This is an optimization exercise on Yosys and OpenROAD, whose aim is small area, a short achievable clock period and few clock cycles per item, not a production implementation. In this exercise RTL edits were held to simulation tests only and were not proved equivalent to the original. Power figures rest on the tool's default switching activity, not on a simulated workload.

Setup of v26:
Design wallace_mac, start of the top module:
module wallace_mac (
    input  wire        clk,
    input  wire        arst_n,
    input  wire        req,
    output logic       ack,
    input  wire [15:0] a,
    input  wire [15:0] b,
    input  wire [31:0] acc,
    input  wire        cin,
    output logic [32:0] result
);
    always_ff @(posedge clk or negedge arst_n) begin
        if (!arst_n) ack <= 1'b0;
        else         ack <= req;
    end
    wire pp_0_0;
    wire pp_0_1;
    wire pp_0_2;
    wire pp_0_3;
    wire pp_0_4;
    wire pp_0_5;
    wire pp_0_6;
    wire pp_0_7;
    wire pp_0_8;
    wire pp_0_9;
    wire pp_0_10;
    wire pp_0_11;
    wire pp_0_12;
    wire pp_0_13;
    wire pp_0_14;
    wire pp_0_15;
    wire pp_1_0;
    wire pp_1_1;
    wire pp_1_2;
    wire pp_1_3;
    wire pp_1_4;
    wire pp_1_5;
    wire pp_1_6;
    wire pp_1_7;
    wire pp_1_8;
    wire pp_1_9;
    wire pp_1_10;
    wire pp_1_11;
    wire pp_1_12;
    wire pp_1_13;
    wire pp_1_14;
    wire pp_1_15;
    wire pp_2_0;
    wire pp_2_1;
    wire pp_2_2;
    wire pp_2_3;
    wire pp_2_4;
    wire pp_2_5;
    wire pp_2_6;
    wire pp_2_7;
    wire pp_2_8;
    wire pp_2_9;
    wire pp_2_10;
    wire pp_2_11;
    wire pp_2_12;
    wire pp_2_13;
    wire pp_2_14;
    wire pp_2_15;
    wire pp_3_0;
    wire pp_3_1;
    wire pp_3_2;
    wire pp_3_3;
    wire pp_3_4;
    wire pp_3_5;
    wire pp_3_6;
    wire pp_3_7;
    wire pp_3_8;
    wire pp_3_9;
    wire pp_3_10;
    wire pp_3_11;
    wire pp_3_12;
    wire pp_3_13;
    wire pp_3_14;
    wire pp_3_15;
    wire pp_4_0;
    wire pp_4_1;
    wire pp_4_2;
    wire pp_4_3;
    wire pp_4_4;
    wire pp_4_5;
    wire pp_4_6;
    wire pp_4_7;
    wire pp_4_8;
    wire pp_4_9;
    wire pp_4_10;
    wire pp_4_11;
    wire pp_4_12;
    wire pp_4_13;
    wire pp_4_14;
    wire pp_4_15;
    wire pp_5_0;
    wire pp_5_1;
    wire pp_5_2;
    wire pp_5_3;
    wire pp_5_4;
    wire pp_5_5;
    wire pp_5_6;
    wire pp_5_7;
    wire pp_5_8;
    wire pp_5_9;
    wire pp_5_10;
    wire pp_5_11;
    wire pp_5_12;
    wire pp_5_13;
    wire pp_5_14;
    wire pp_5_15;
    wire pp_6_0;
    wire pp_6_1;
    wire pp_6_2;
    wire pp_6_3;
    wire pp_6_4;
  ...
Size in the first run: ~950 cells after synthesis, about 71 flip-flops, about 100 I/O pins, roughly 9900 µm² of cells after synthesis.
clock: 6.0 ns
lec_check: 0
cap_margin: 20
core_margin: 2
core_utilization: 40
cts_buf_list: sky130_fd_sc_hd__clkbuf_8
setup_slack_margin: 2.1
slew_margin: 20
synth_hierarchical: 1
synth_minimum_keep_size: 0
standard.sh (not shown) runs the stock make flow with config.mk's settings and CLKGATE_MAP_FILE= SYNTH_SCRIPT=/design/flow/synth_recipe.tcl, a recipe that flattens the netlist after the stock synthesis.
==> flow/flow/run.sh <==
#!/bin/bash
# The standard layout (the standard.sh: ORFS synthesis and place and route,
# unchanged), except that the port buffers that global placement inserts on
# every input and output use a plain buffer cell rather than the delay cell
# the resizer would pick by default.
set -euo pipefail
export BUFFER_PORTS_ARGS="-buffer_cell ${PORT_BUFFER:-sky130_fd_sc_hd__buf_2}"
bash standard.sh > standard_flow.log 2>&1
v26 finished end to end and its layout was clean on timing, DRC and antenna.
Testbench counts of v26, summed over its fixed seeds: cycles 16,000, items 8,000.
Input-level comparison between v15 and v26:
# v26
export LEC_CHECK = 0
export CAP_MARGIN = 20
export CORE_MARGIN = 2
export CORE_UTILIZATION = 40
export CTS_BUF_LIST = sky130_fd_sc_hd__clkbuf_8
export SETUP_SLACK_MARGIN = 2.1
export SLEW_MARGIN = 20
export SYNTH_HIERARCHICAL = 1
export SYNTH_MINIMUM_KEEP_SIZE = 0
create_clock -name core_clock -period 6.0 [get_ports {clk}]
# v15
export LEC_CHECK = 0
export CAP_MARGIN = 20
export CORE_MARGIN = 2
export CORE_UTILIZATION = 40
export CTS_BUF_LIST = sky130_fd_sc_hd__clkbuf_8
export SETUP_SLACK_MARGIN = 2.2
export SLEW_MARGIN = 20
export SYNTH_HIERARCHICAL = 1
export SYNTH_MINIMUM_KEEP_SIZE = 0
create_clock -name core_clock -period 6.0 [get_ports {clk}]
==> results.txt <==
Between v26 and v15, timing-limited maximum frequency decreased.
Summary — hold slack, v15 relative to v26: higher, by 0.0094 ns.
Relative to v26, share of total power in the clock network decreased by 0.8 points in v15.
From v26 to v15 the numbers moved as follows: global routing usage summed across all routing layers held steady; final RePlAce weighted congestion grew by 0.016; critical path depth in cells grew by 1; power drawn by the clock network held steady.
Relative to v26, fraction of layout cells with a size suffix above 1 has gone up in v15.
Max total wire length across v26 and v15: v15
#### Input delta (v44 over v15)
# v15
export LEC_CHECK = 0
export CAP_MARGIN = 20
export CORE_MARGIN = 2
export CORE_UTILIZATION = 40
export CTS_BUF_LIST = sky130_fd_sc_hd__clkbuf_8
export SETUP_SLACK_MARGIN = 2.2
export SLEW_MARGIN = 20
export SYNTH_HIERARCHICAL = 1
export SYNTH_MINIMUM_KEEP_SIZE = 0
create_clock -name core_clock -period 6.0 [get_ports {clk}]
# v44
export LEC_CHECK = 0
export CAP_MARGIN = 20
export CORE_MARGIN = 2
export CORE_UTILIZATION = 40
export CTS_BUF_LIST = sky130_fd_sc_hd__clkbuf_8
export SETUP_SLACK_MARGIN = 2.15
export SLEW_MARGIN = 20
export SYNTH_HIERARCHICAL = 1
export SYNTH_MINIMUM_KEEP_SIZE = 0
create_clock -name core_clock -period 6.0 [get_ports {clk}]
[summary]
- On v44: met1 usage is 0.33 points higher than what v15 gave.
- Taking v15 as the reference, in v44 critical path depth decreased by 1 relative to the old numbers, combined global-route utilization of all metal layers ~0 delta.
Modified inputs, v55 compared to v44
# v44
export LEC_CHECK = 0
export CAP_MARGIN = 20
export CORE_MARGIN = 2
export CORE_UTILIZATION = 40
export CTS_BUF_LIST = sky130_fd_sc_hd__clkbuf_8
export SETUP_SLACK_MARGIN = 2.15
export SLEW_MARGIN = 20
export SYNTH_HIERARCHICAL = 1
export SYNTH_MINIMUM_KEEP_SIZE = 0
create_clock -name core_clock -period 6.0 [get_ports {clk}]
# v55
export LEC_CHECK = 0
export CAP_MARGIN = 20
export CORE_MARGIN = 2
export CORE_UTILIZATION = 40
export CTS_BUF_LIST = sky130_fd_sc_hd__clkbuf_8
export SETUP_SLACK_MARGIN = 2.0
export SLEW_MARGIN = 20
export SYNTH_HIERARCHICAL = 1
export SYNTH_MINIMUM_KEEP_SIZE = 0
create_clock -name core_clock -period 6.0 [get_ports {clk}]
==> flow/flow/run.sh <==
#!/bin/bash
# The standard layout (the standard.sh: ORFS synthesis, then place and
# route), with two changes to how the layout is made:
#  - the port buffers that global placement inserts on every input and output
#    use a plain buffer cell (buf_2) rather than the delay cell the resizer
#    would pick by default;
#  - after the standard synthesis, the a21oi and nand2 gates that ABC mapped at
#    drive strength 2 start at drive strength 1 (same function and pins); the
#    resizer sizes up again whatever timing needs.
# Each step's full output goes to its own log file in this folder (ORFS's own
# per-step logs stay under orfs/logs/).
set -euo pipefail
export BUFFER_PORTS_ARGS="-buffer_cell sky130_fd_sc_hd__buf_2"
R="$PWD/orfs/results/sky130hd/wallace_mac/base"
bash standard.sh "$R/1_2_yosys.v" > synth_flow.log 2>&1
sed -i -E 's/sky130_fd_sc_hd__(a21oi|nand2)_2 /sky130_fd_sc_hd__\1_1 /' "$R/1_2_yosys.v"
grep -c "sky130_fd_sc_hd__a21oi_1 \|sky130_fd_sc_hd__nand2_1 " "$R/1_2_yosys.v" > downsize.log 2>&1 || true
bash standard.sh > standard_flow.log 2>&1
Findings:
Met3 wirelength from detailed routing, v44 and v55: lower on v55. Against v44, net switching component of the power in v55 fell by more than 10%. Effective utilization at floorplan up 0.18 points in v55 wrt v44. Against v44, detailed placement HPWL in v55 rose slightly. Pin count of the biggest net entering global routing: v55 vs v44 identical. Going from v44 to v55, fraction of area in multi-input gates fell 0.35 points, setup slack rose 0.018 ns. Compared with v44, in v55 maximum frequency moved up, power per standard cell area has decreased.
For v2, these inputs were changed with respect to v55:
# v55
export LEC_CHECK = 0
export CAP_MARGIN = 20
export CORE_MARGIN = 2
export CORE_UTILIZATION = 40
export CTS_BUF_LIST = sky130_fd_sc_hd__clkbuf_8
export SETUP_SLACK_MARGIN = 2.0
export SLEW_MARGIN = 20
export SYNTH_HIERARCHICAL = 1
export SYNTH_MINIMUM_KEEP_SIZE = 0
create_clock -name core_clock -period 6.0 [get_ports {clk}]
# v2
export LEC_CHECK = 0
export CAP_MARGIN = 20
export CORE_MARGIN = 2
export CORE_UTILIZATION = 40
export CTS_BUF_LIST = sky130_fd_sc_hd__clkbuf_8
export SETUP_SLACK_MARGIN = 2.05
export SLEW_MARGIN = 20
export SYNTH_HIERARCHICAL = 1
export SYNTH_MINIMUM_KEEP_SIZE = 0
create_clock -name core_clock -period 6.0 [get_ports {clk}]
==> flow/flow/run.sh <==
#!/bin/bash
# The standard layout (the standard.sh: ORFS synthesis and place and route,
# unchanged), except that the port buffers that global placement inserts on
# every input and output use a plain buffer cell rather than the delay cell
# the resizer would pick by default.
set -euo pipefail
export BUFFER_PORTS_ARGS="-buffer_cell ${PORT_BUFFER:-sky130_fd_sc_hd__buf_2}"
bash standard.sh > standard_flow.log 2>&1
==> comparison <==
v2 against v55: sequential share of layout area lower, utilization lower, global-route usage lower.
v2 vs. v55: final instance area moved up; final weighted congestion in routability-driven placement fell about 5%.
#### Input delta (v50 over v2)
# v2
export LEC_CHECK = 0
export CAP_MARGIN = 20
export CORE_MARGIN = 2
export CORE_UTILIZATION = 40
export CTS_BUF_LIST = sky130_fd_sc_hd__clkbuf_8
export SETUP_SLACK_MARGIN = 2.05
export SLEW_MARGIN = 20
export SYNTH_HIERARCHICAL = 1
export SYNTH_MINIMUM_KEEP_SIZE = 0
create_clock -name core_clock -period 6.0 [get_ports {clk}]
# v50
export LEC_CHECK = 0
export CAP_MARGIN = 5
export CORE_MARGIN = 2
export CORE_UTILIZATION = 40
export CTS_BUF_LIST = sky130_fd_sc_hd__clkbuf_8
export SETUP_SLACK_MARGIN = 2.0
export SLEW_MARGIN = 5
export SYNTH_HIERARCHICAL = 1
export SYNTH_MINIMUM_KEEP_SIZE = 0
create_clock -name core_clock -period 6.0 [get_ports {clk}]
--- outcome ---
- For multi-input combinational area share, v2 and v50 come out practically identical.
- v50 ended with every stage complete and zero timing, DRC or antenna violations.
- Post-layout instance area delta (v50 -> v2): insignificant
- Via count delta for v50 relative to v2: about 0.4% higher

[port drivers added, routing unchanged]
Ports are ideal in the flow. The routed layouts listed here were re-timed in OpenROAD.
Step 1: set_driving_cell puts a clkbuf_16 on clk and a buf_2 on each other input, an assumption about the parent block.
Step 2 times the ports against the registers' clock, not the clock port: input delays grow and output delays shrink by t, the midpoint of the rising clock arrivals with the driver on.
Three values: no drivers, after step 1, after step 2; two values: the first two.
run | t (ns) | setup slack, ns | worst data-port slew with drivers (ns) | pins driven straight from the clock port
v26 | 0.419 | 2.143 / 2.101 / 1.768 | 0.08 | 1
v15 | 0.419 | 2.114 / 2.074 / 1.846 | 0.06 | 1
v44 | 0.408 | 2.020 / 1.982 / 1.767 | 0.06 | 1
v55 | 0.415 | 2.038 / 1.995 / 1.690 | 0.06 | 1
v2 | 0.417 | 2.122 / 2.079 / 1.721 | 0.06 | 1
v50 | 0.417 | 2.105 / 2.064 / 1.704 | 0.06 | 1
After both steps every run listed still meets setup and hold.
